What follows belongs to an exercise in optimizing a design on an open flow for small area, a short achievable clock period and few clock cycles; a production flow would make more cautious choices. At most, simulation tests tie the RTL to the original design; equivalence was not proved. No activity file was given, so power comes from the tool's default toggle rates.

P:
Design lidar_scan_packet_deframer, start of the top module:
module lidar_scan_packet_deframer
(
  input  logic        clk,
  input  logic        rst,
  input  logic        s_tvalid,
  output logic        s_tready,
  input  logic [7:0]  s_tdata,
  output logic        m_tvalid,
  input  logic        m_tready,
  output logic [63:0] m_tdata,
  output logic [2:0]  m_tuser,
  output logic        m_tlast,
  input  logic        psel,
  input  logic        penable,
  input  logic        pwrite,
  input  logic [2:0]  paddr,
  input  logic [31:0] pwdata,
  output logic [31:0] prdata,
  output logic        pready
);
Size: about 2100 cells after synthesis, ~870 flip-flops, ~150 I/O pins, about 33000 um2 of cells after synthesis.
==> flow/config.mk <==
export PLATFORM = sky130hd
export DESIGN_NAME = lidar_scan_packet_deframer
export DESIGN_NICKNAME = lidar_scan_packet_deframer
export VERILOG_FILES = /design/flow/design.v
export SDC_FILE = /design/flow/constraint.sdc
export NUM_CORES = 4
export LEC_CHECK = 0
export ABC_CLOCK_PERIOD_IN_PS = 2000
export CAP_MARGIN = 20
export CORE_MARGIN = 2
export CORE_UTILIZATION = 30
export CTS_CLUSTER_DIAMETER = 100
export CTS_CLUSTER_SIZE = 30
export SETUP_SLACK_MARGIN = 2.3
export SLEW_MARGIN = 20
==> flow/constraint.sdc <==
create_clock -name core_clock -period 4.5 [get_ports {clk}]
set_input_delay 0.9000 -clock core_clock [delete_from_list [all_inputs] [get_ports {clk}]]
set_output_delay 0.9000 -clock core_clock [all_outputs]
set_load 0.01 [all_outputs]
run.sh (not shown) runs the stock make flow with config.mk's settings and CLKGATE_MAP_FILE= SYNTH_SCRIPT=/design/flow/synth_recipe.tcl, a recipe that flattens the netlist after the stock synthesis.
Testbench counts of P, summed over its fixed seeds: cycles 18,635.
Relative to P, the following input files were edited for S:
-- flow/design.v --
<<< P, line 172
  logic [15:0] mem [0:DEPTH-1];
  logic [5:0]  wp, cp, rd;
  logic        nz;         
  logic        cm_pend;    
>>> S, line 172
  logic [15:0] mem [0:DEPTH-1];
  logic [5:0]  wp, cp, rd;
  logic [5:0]  used;       
  logic        nz;         
  logic        cm_pend;    
<<< P, line 248
    end
  end
  logic       smp_go, cm_any, adv, cfull;
  logic [5:0] rd_nx, cp_nx, rd_p1, wp_p1;
  logic       rd_eq_cp, rd1_eq_cp, wp_eq_rd, wp1_eq_rd;
  assign smp_go    = go && st[S_SMP_HI];
  assign cm_any    = cm1 || (smp_go && good);
  assign adv       = cm1 || (smp_go && !ckerr);    
  assign rd_p1     = inc40(rd);
  assign wp_p1     = inc40(wp);
  assign rd_nx     = ld ? rd_p1 : rd;
  assign cp_nx     = cm_any ? wp_p1 : cp;
  assign rd_eq_cp  = (rd == cp);
  assign rd1_eq_cp = (rd_p1 == cp);
  assign wp_eq_rd  = (wp == rd);
  assign wp1_eq_rd = (wp_p1 == rd);
  logic full_nx;
  assign full_nx = adv ? (ld ? wp_eq_rd : wp1_eq_rd) : (!(smp_go && ckerr) && full && !ld);
  always_ff @(posedge clk) begin
    if (rst) begin
      wp    <= '0;
      cp    <= '0;
      full  <= 1'b0;
      nz    <= 1'b0;
      cfull <= 1'b0;
    end else begin
      full  <= full_nx;
      cp    <= cp_nx;
      nz    <= cm_any || (ld ? !rd1_eq_cp : (cfull || !rd_eq_cp));
      cfull <= cm_any ? (ld ? wp_eq_rd : wp1_eq_rd) : (cfull && !ld);
      if (adv) wp <= wp_p1;
      else if (smp_go && ckerr) wp <= cp;
    end
  end
  always_ff @(posedge clk) begin
>>> S, line 249
    end
  end
  logic       smp_go, cm_any, cfull;
  logic [5:0] uc0, uc1, ub, rd_nx, cp_nx;
  assign smp_go = go && st[S_SMP_HI];
  assign cm_any = cm1 || (smp_go && good);
  logic [5:0] rd_p1;
  logic       rd_eq_cp, rd1_eq_cp;
  assign rd_p1     = inc40(rd);
  assign rd_nx     = ld ? rd_p1 : rd;
  assign rd_eq_cp  = (rd == cp);
  assign rd1_eq_cp = (rd_p1 == cp);
  assign cp_nx  = cm_any ? inc40(wp) : cp;
  logic u_inc, full_nx;
  assign u_inc   = (go && err) || (smp_go && !ckerr);
  assign full_nx = ld ? (u_inc && full) :
                   st[S_CKERR] ? (ub == 6'd39) : u_inc ? (used == 6'd39) : full;
  always_comb begin
    if (st[S_CKERR]) begin
      uc0 = ub + 6'd1;     uc1 = ub;
    end else if (u_inc) begin
      uc0 = used + 6'd1;   uc1 = used;
    end else begin
      uc0 = used;          uc1 = used - 6'd1;
    end
  end
  always_ff @(posedge clk) begin
    if (rst) begin
      wp    <= '0;
      cp    <= '0;
      used  <= '0;
      full  <= 1'b0;
      nz    <= 1'b0;
      cfull <= 1'b0;
    end else begin
      used  <= ld ? uc1 : uc0;
      full  <= full_nx;
      cp    <= cp_nx;
      nz    <= cm_any || (ld ? !rd1_eq_cp : (cfull || !rd_eq_cp));
      cfull <= cm_any ? (ld ? (wp == rd) : (inc40(wp) == rd)) : (cfull && !ld);
      if (cm1) begin
        wp <= inc40(wp);
      end else if (smp_go && ckerr) begin
        wp <= cp;
      end else if (smp_go) begin
        wp <= inc40(wp);
      end
    end
  end
  logic [5:0] ub0, ub1;
  assign ub1 = used - p_c;
  assign ub0 = ub1 + 6'd1;
  always_ff @(posedge clk) begin
    if (smp_go && ckerr) ub <= ld ? ub1 : ub0;
  end
  always_ff @(posedge clk) begin
Results
S has completed all stages; timing, DRC and antenna checks passed.
S vs P: largest voltage drop on the vdd net up by more than a quarter
Compared to P, S reaches a higher achievable clock.
For P, the path type of the worst setup path was flip-flop to flip-flop, unlike S, where it was flip-flop to output port.
On via count, P beats S.
Final cell area excluding filler cells ended up 1700 um2 higher on S than on P.
Est. power | S vs P | S higher
S: minimum clock period is 0.033 ns lower than what P reported.
The filler cell count in the final layout number comes out higher for S vs P.
Re number of post-CTS setup repair buffers: P and S aren't equal, and the higher value belongs to S.
The met3 wire length reported for S is smaller than that of P by 12%.
On power density over cell area: S sits below P.
Summary: with P as the reference, final non-filler cell total in S moved up by a few percent.
S reports a higher largest incremental delay on the critical path than P does.
Testbench counts of S, summed over its fixed seeds: cycles 18,635.

* * *

lidar_scan_packet_deframer, a different RTL version from the one above (not shown whole).
For scale: roughly 2200 cells after synthesis, about 850 flip-flops, roughly 150 I/O pins, ~0.033 mm^2 of cells after synthesis.
export LEC_CHECK = 0
export ABC_CLOCK_PERIOD_IN_PS = 2000
export CAP_MARGIN = 20
export CORE_MARGIN = 2
export CORE_UTILIZATION = 30
export CTS_CLUSTER_DIAMETER = 100
export CTS_CLUSTER_SIZE = 30
export SETUP_SLACK_MARGIN = 2.4
export SLEW_MARGIN = 20
create_clock -name core_clock -period 4.5 [get_ports {clk}]
The baseline finished with timing, DRC and antenna clean.
Rerun with:
--- a/flow/design.v
+++ b/flow/design.v
@@ -158,50 +158,52 @@
       h_b    <= s_tdata;
       h_aa   <= (s_tdata == 8'hAA);
       h_55   <= (s_tdata == 8'h55);
       h_le1  <= (s_tdata[7:1] == 7'd0);
       h_eq1  <= (s_tdata == 8'h01);
       h_cok  <= (s_tdata != 8'd0) && (s_tdata[7:6] == 2'b00) && (s_tdata[5:0] <= cmax);
       h_hiok <= (s_tdata == xsum[15:8]);
     end
   end
-  logic        t_held;     
+  logic [7:0]  held;
   logic [5:0]  p_c;        
   logic        p_t;
   logic [14:0] p_sa, p_ea;
   logic [5:0]  rem;        
   logic        lo_ok;      
+  logic [15:0] word;
   logic        err;
   logic [2:0]  code;
   logic        last;       
   logic        good;
   logic        ckerr;
   logic [15:0] mem [0:DEPTH-1];
   logic [5:0]  wp, cp, rd;
   logic        nz;         
   logic        cm_pend;    
   logic [5:0]  pp_start;   
   logic        ld;         
   logic        cm_pend_nx;
   logic        rd_first;   
+  assign word  = {h_b, held};
   assign stall = full || (st[S_COUNT] && cm_pend) || st[S_CKERR];
   logic cnt_bad;
-  assign cnt_bad = (t_held && !h_eq1) || !h_cok;
+  assign cnt_bad = (held[0] && !h_eq1) || !h_cok;
   assign err = (st[S_HDR0] && !h_aa) || (st[S_HDR1] && !h_55) ||
                (st[S_TYPE] && !h_le1) || (st[S_COUNT] && cnt_bad) ||
                ((st[S_SA_LO] || st[S_EA_LO]) && !h_b[0]);
   assign good  = st[S_SMP_HI] && last && lo_ok && h_hiok;
   assign ckerr = st[S_SMP_HI] && last && !(lo_ok && h_hiok);
   always_comb begin
     code = 3'd5;
     if (st[S_HDR0] || st[S_HDR1]) code = 3'd1;
     if (st[S_TYPE]) code = 3'd2;
-    if (st[S_COUNT]) code = (t_held && !h_eq1) ? 3'd3 : 3'd4;
+    if (st[S_COUNT]) code = (held[0] && !h_eq1) ? 3'd3 : 3'd4;
     if (st[S_CKERR]) code = 3'd6;
   end
   always_comb begin
     st_nx = '0;
     st_nx[S_HDR0]   = err || good;
     st_nx[S_HDR1]   = st[S_HDR0] && h_aa;
     st_nx[S_TYPE]   = st[S_HDR1] && h_55;
     st_nx[S_COUNT]  = st[S_TYPE] && h_le1;
     st_nx[S_SA_LO]  = st[S_COUNT] && !cnt_bad;
@@ -210,56 +212,51 @@
     st_nx[S_EA_HI]  = st[S_EA_LO] && h_b[0];
     st_nx[S_CK_LO]  = st[S_EA_HI];
     st_nx[S_CK_HI]  = st[S_CK_LO];
     st_nx[S_SMP_LO] = st[S_CK_HI] || (st[S_SMP_HI] && !last);
     st_nx[S_SMP_HI] = st[S_SMP_LO];
     st_nx[S_CKERR]  = ckerr;
   end
   logic        cm1;        
   logic        full;       
-  logic [7:0]  wd_lo, wd_hi;
+  logic [15:0] wdata;
   assign cm1   = (go && err) || st[S_CKERR];
-  assign wd_lo = st[S_SMP_LO] ? h_b : {5'd0, code};
-  assign wd_hi = st[S_SMP_HI] ? h_b : 8'd0;
+  assign wdata = st[S_SMP_HI] ? word : {13'd0, code};
   always_ff @(posedge clk) begin
     if (rst) begin
       st  <= ST_HUNT;
       rdy <= 1'b1;
     end else begin
       if (st[S_CKERR]) st <= ST_HUNT;
       else if (go) st <= st_nx;
       rdy <= !(((h_v && !go) || accept) &&
                ((go ? st_nx[S_COUNT] : st[S_COUNT]) && cm_pend_nx ||
                 (go && ckerr) || full_nx));
     end
   end
   always_ff @(posedge clk) begin
     if (go) begin
+      held <= h_b;
       if (st[S_HDR0]) xsum <= XOR_SEED;
-      if (st[S_TYPE] || st[S_SA_LO] || st[S_EA_LO] || st[S_CK_LO] || st[S_SMP_LO])
-        xsum[7:0] <= xsum[7:0] ^ h_b;
       if (st[S_COUNT] || st[S_SA_HI] || st[S_EA_HI] || st[S_CK_HI] || st[S_SMP_HI])
-        xsum[15:8] <= xsum[15:8] ^ h_b;
-      if (st[S_TYPE]) t_held <= h_b[0];
+        xsum <= xsum ^ word;
       if (st[S_COUNT]) begin
         p_c <= h_b[5:0];
-        p_t <= t_held;
+        p_t <= held[0];
         rem  <= h_b[5:0];
         last <= (h_b[5:0] == 6'd1);
       end
       if (st[S_SMP_HI]) begin
         rem  <= rem - 6'd1;
         last <= (rem == 6'd2);
       end
-      if (st[S_SA_LO]) p_sa[6:0]  <= h_b[7:1];
-      if (st[S_SA_HI]) p_sa[14:7] <= h_b;
-      if (st[S_EA_LO]) p_ea[6:0]  <= h_b[7:1];
-      if (st[S_EA_HI]) p_ea[14:7] <= h_b;
+      if (st[S_SA_HI]) p_sa <= word[15:1];
+      if (st[S_EA_HI]) p_ea <= word[15:1];
       if (st[S_SMP_LO]) lo_ok <= (h_b == xsum[7:0]);
     end
   end
   logic       smp_go, cm_any, adv, cfull;
   logic [5:0] rd_nx, cp_nx, rd_p1, wp_p1;
   logic       rd_eq_cp, rd1_eq_cp, wp_eq_rd, wp1_eq_rd;
   assign smp_go    = go && st[S_SMP_HI];
   assign cm_any    = cm1 || (smp_go && good);
   assign adv       = cm1 || (smp_go && !ckerr);    
@@ -289,20 +286,19 @@
       full  <= full_nx;
       cp    <= cp_nx;
       nz    <= cm_any || (ld ? !rd1_eq_cp : (cfull || !rd_eq_cp));
       cfull <= cm_any ? (ld ? wp_eq_rd : wp1_eq_rd) : (cfull && !ld);
       if (adv) wp <= wp_p1;
       else if (smp_go && ckerr) wp <= cp;
     end
   end
   always_ff @(posedge clk) begin
-    if (!full && !st[S_SMP_HI]) mem[wp][7:0] <= wd_lo;
-    if (!full) mem[wp][15:8] <= wd_hi;
+    if (!full) mem[wp] <= wdata;
     if (go && good) pp_start <= cp;
   end
   logic        pkt_act;    
   logic [5:0]  r_left;     
   logic [14:0] d_sa, d_ea;
   logic        d_t;
   logic [2:0]  out_code;
   logic [15:0] out_dist;
   logic [5:0]  out_i;
First-iteration DRC count rises by a few percent.
Design area goes down slightly.
Global-route usage went up by 0.31 points.
Count of clock-buffer cells in the layout is lower by 2.
Core utilization drops by 0.92 points.
Worst setup slack improves by 0.12 ns.
Power climbs by a few percent.
Cell count increases slightly.
Wire length rose slightly.
Area after synthesis rises slightly.
Sequential power came out higher slightly.
Testbench counts after the change, summed over its fixed seeds: cycles 18,635.
The RTL of the first run of this note was laid out without a check of its function.

[separate check: timing with driven ports]
The results above use ideal ports. As a check the final layouts listed here were re-extracted and re-timed, cells and wires unchanged. Step 1, drivers: a clkbuf_16 drives clk and a buf_2 each remaining input, both assumed. Step 2 times the ports against the registers' clock, not the clock port: input delays grow and output delays shrink by t, the midpoint of the rising clock arrivals with the driver on. Three values: ideal ports, drivers, drivers and shift; two values: the first two.
run | t (ns) | setup WS [ns] | hold WS [ns] | clock arrival spread, ns | pins driven straight from the clock port
P | 0.659 | 2.267 / 2.267 / 1.694 | 0.470 / 0.470 / 0.470 | 0.040 / 0.041 | 1
S | 0.677 | 2.300 / 2.240 / 1.679 | 0.461 / 0.461 / 0.461 | 0.044 / 0.045 | 1
the first run of note 2 | 0.661 | 2.222 / 2.177 / 1.763 | 0.467 / 0.467 / 0.467 | 0.038 / 0.037 | 1
the second run of note 2 | 0.668 | 2.339 / 2.260 / 1.777 | 0.466 / 0.466 / 0.466 | 0.051 / 0.051 | 1
After both steps every run listed still meets setup and hold. The setup slack of S, which loses most, moves by -0.060 ns with the drivers and by -0.621 ns with both steps.
